Background: an optimization exercise with open tools, aiming at small area, a short achievable clock period and few clock cycles per item. Do not read the settings as production practice.
In this exercise RTL edits were held to simulation tests only and were not proved equivalent to the original.
Power is estimated from default activity; no workload was simulated.

== v6 ==
## gamepad_input_qualifier_top
module gamepad_input_qualifier_top #(
  parameter int unsigned HOLD_WIDTH = 16
) (
  input  logic                                  clk_i,
  input  logic                                  rst_ni,
  input  logic [gpq_pkg::IN_TDATA_W-1:0]        s_axis_tdata,
  input  logic                                  s_axis_tvalid,
  output logic                                  s_axis_tready,
  output logic [gpq_pkg::OUT_TDATA_W-1:0]       m_axis_tdata,
  output logic                                  m_axis_tvalid,
  input  logic                                  m_axis_tready,
  input  logic                                  cfg_valid_i,
  output logic                                  cfg_ready_o,
  input  logic [gpq_pkg::CFG_IDX_W-1:0]         cfg_index_i,
  input  logic [gpq_pkg::CFG_DATA_W-1:0]        cfg_data_i
);
export LEC_CHECK = 0
export CAP_MARGIN = 20
export CORE_MARGIN = 2
export CORE_UTILIZATION = 40
export SETUP_SLACK_MARGIN = 5
export SLEW_MARGIN = 20
create_clock -name core_clock -period 8.0 [get_ports {clk_i}]
run.sh (not shown) runs the stock make flow with config.mk's settings and CLKGATE_MAP_FILE= SYNTH_SCRIPT=/design/flow/synth_recipe.tcl, a recipe that flattens the netlist after the stock synthesis.
Testbench counts of v6, summed over its fixed seeds: cycles 4,989, items 4,800.
Here is what was changed in the inputs of v7 compared with v6.
Settings: SETUP_SLACK_MARGIN: 5 -> 4.7.
Notes after the runs:
Compared with v6, v7 supports a lower clock frequency. Compared with v6, v7 shows a power consumption that is 0.00084 W lower. Going from v6 to v7, final area down 2.7%; post-synthesis average cell area saw little to no change; global-route usage down 0.35 points; number of fill cells in the layout increased by 237 relative to the old numbers. v6 reached the end of the flow, and the finished layout is clean on the timing, design-rule and antenna checks. v7 has completed all stages; timing, DRC and antenna checks passed. v7 vs. v6: relative area of non-clock buffer cells in the final design down 2.1 points; proportion of total power due to net switching higher; final period demand of the worst path climbed 110 ps; sequential logic power higher. v6 and v7 ended up with nearly the same power per cell area.


## run A
gamepad_input_qualifier_top, a different RTL version from the one above (not shown whole).
Size: ~5200 cells after synthesis, ~900 flip-flops, roughly 52000 um^2 of cells after synthesis.
Design gamepad_input_qualifier_top, start of the top module:
module gamepad_input_qualifier_top #(
  parameter int unsigned HOLD_WIDTH = 16
) (
  input  logic                                  clk_i,
  input  logic                                  rst_ni,
  input  logic [gpq_pkg::IN_TDATA_W-1:0]        s_axis_tdata,
  input  logic                                  s_axis_tvalid,
  output logic                                  s_axis_tready,
  output logic [gpq_pkg::OUT_TDATA_W-1:0]       m_axis_tdata,
  output logic                                  m_axis_tvalid,
  input  logic                                  m_axis_tready,
  input  logic                                  cfg_valid_i,
  output logic                                  cfg_ready_o,
  input  logic [gpq_pkg::CFG_IDX_W-1:0]         cfg_index_i,
  input  logic [gpq_pkg::CFG_DATA_W-1:0]        cfg_data_i
);
  localparam int unsigned NA = gpq_pkg::NUM_ALL;
  localparam int unsigned NH = gpq_pkg::NUM_HOLD;
  localparam int unsigned TW = gpq_pkg::QTIME_W;
  localparam int unsigned RW = TW + 2;
  logic [gpq_pkg::SCALE_W-1:0] full_scale_x_q;
  logic [gpq_pkg::SCALE_W-1:0] full_scale_y_q;
  logic [gpq_pkg::PULL_W-1:0]  trig_thr_q;
  gpq_pkg::frame_t             frame;
  logic [NA-1:0]               act;
  logic [gpq_pkg::NUM_STICK-1:0] stick;
  logic [HOLD_WIDTH-1:0]       hold_w [NH];
  logic                        in_xfer;
  assign cfg_ready_o = 1'b1;
  always_ff @(posedge clk_i or negedge rst_ni) begin
    if (!rst_ni) begin
      full_scale_x_q <= gpq_pkg::FULL_SCALE_RST;
      full_scale_y_q <= gpq_pkg::FULL_SCALE_RST;
      trig_thr_q     <= gpq_pkg::TRIG_THR_RST;
    end else if (cfg_valid_i) begin
      unique case (cfg_index_i)
        gpq_pkg::CFG_FULL_SCALE_X:   full_scale_x_q <= cfg_data_i;
        gpq_pkg::CFG_FULL_SCALE_Y:   full_scale_y_q <= cfg_data_i;
        gpq_pkg::CFG_TRIG_THRESHOLD: trig_thr_q <= cfg_data_i[gpq_pkg::PULL_W-1:0];
        default: ;
      endcase
    end
  end
  assign frame = gpq_pkg::frame_t'(s_axis_tdata[gpq_pkg::FRAME_W-1:0]);
  gpq_axis u_axis_ly (
    .axis_i(frame.left_y), .full_scale_i(full_scale_y_q),
  ...
==> flow/config.mk <==
export PLATFORM = sky130hd
export DESIGN_NAME = gamepad_input_qualifier_top
export DESIGN_NICKNAME = gamepad_input_qualifier_top
export VERILOG_FILES = /design/flow/design.v
export SDC_FILE = /design/flow/constraint.sdc
export NUM_CORES = 4
export LEC_CHECK = 0
export CAP_MARGIN = 20
export CORE_MARGIN = 2
export CORE_UTILIZATION = 40
export SETUP_SLACK_MARGIN = 4
export SLEW_MARGIN = 20
==> flow/constraint.sdc <==
create_clock -name core_clock -period 8.0 [get_ports {clk_i}]
set_input_delay 1.6000 -clock core_clock [delete_from_list [all_inputs] [get_ports {clk_i}]]
set_output_delay 1.6000 -clock core_clock [all_outputs]
set_load 0.01 [all_outputs]
Having completed the whole flow, run A delivered a layout that passed the timing, design-rule and antenna checks.
Testbench counts of run A, summed over its fixed seeds: cycles 5,173, items 4,800.
Edits applied to the flow inputs when going from run A to run B:
Settings: swapping 4 for 3 in SETUP_SLACK_MARGIN.
## What came out
Per the final summary, run B finished and its layout is clean on timing, DRC and antenna. Compare run B and run A | pre-CTS setup slack higher: run A. [compare] base=run A new=run B: via count now smaller; quantity of I/O buffers inserted on ports did not really move. [run B vs run A] total met2 wirelength after detailed routing: lower in run B. Delta (run B minus run A): biggest cell delay along the critical path went up 200 ps; peak supply drop down 21 uV. Run B ended up with a higher initial antenna violation count than run A did. Final wirelength in run B is 1.7% lower than in run A.
diff inputs: run B => run C
Settings: SETUP_SLACK_MARGIN now 5, was 3.
Results
Run B → run C: global-route wire length before repair increased about 6%; fraction of power spent switching nets about even; post-route total power climbed about 20%.
For run D, these inputs were changed with respect to run C:
Settings: changing SETUP_SLACK_MARGIN from 5 to 4.5.
Results
Cmp run C and run D / proportion of layout cells with a drive suffix above 1 / lower: run D
The timing startpoint of the critical path comes out o_held[22] in one run and o_held[24] in the other, namely in run D and run C respectively.
Diff run C -> run D: worst-case setup margin in the final layout higher; number of non-clock buffers in the layout now sits lower; post-layout instance area shows a reduction of about 8%; area added between synthesis and finish has decreased.
Run D reached the end of the flow, and the finished layout is clean on the timing, design-rule and antenna checks.

==> static timing again, ports no longer ideal <==
In the flow no input, the clock included, has a driving cell. The finished layouts below were timed again as built, in two steps.
Step 1 sets driving cells, clkbuf_16 on the clock port and buf_2 on the other inputs (assumed; they add their load-dependent delay and slew).
Step 2 times the ports against the registers' clock, not the clock port: input delays grow and output delays shrink by t, the midpoint of the rising clock arrivals with the driver on.
Slacks: no drivers / after step 1 / after step 2; pairs: no drivers / after step 1.
run | t, ns | setup WS [ns] | hold slack, ns
v6 | 0.791 | 4.558 / 4.558 / 4.074 | 0.415 / 0.415 / 0.415
v7 | 0.801 | 4.445 / 4.445 / 3.989 | 0.406 / 0.406 / 0.406
run A | 0.789 | 3.757 / 3.683 / 3.565 | 0.400 / 0.400 / 0.400
run B | 0.784 | 3.229 / 3.158 / 3.051 | 0.405 / 0.405 / 0.405
run C | 0.802 | 3.768 / 3.692 / 4.309 | 0.411 / 0.411 / 0.411
run D | 0.786 | 3.852 / 3.776 / 3.863 | 0.395 / 0.395 / 0.395
After both steps setup and hold are still met in every run listed. The setup slack of v6, which loses most, moves by 0.000 ns with the drivers and by -0.484 ns with both steps.
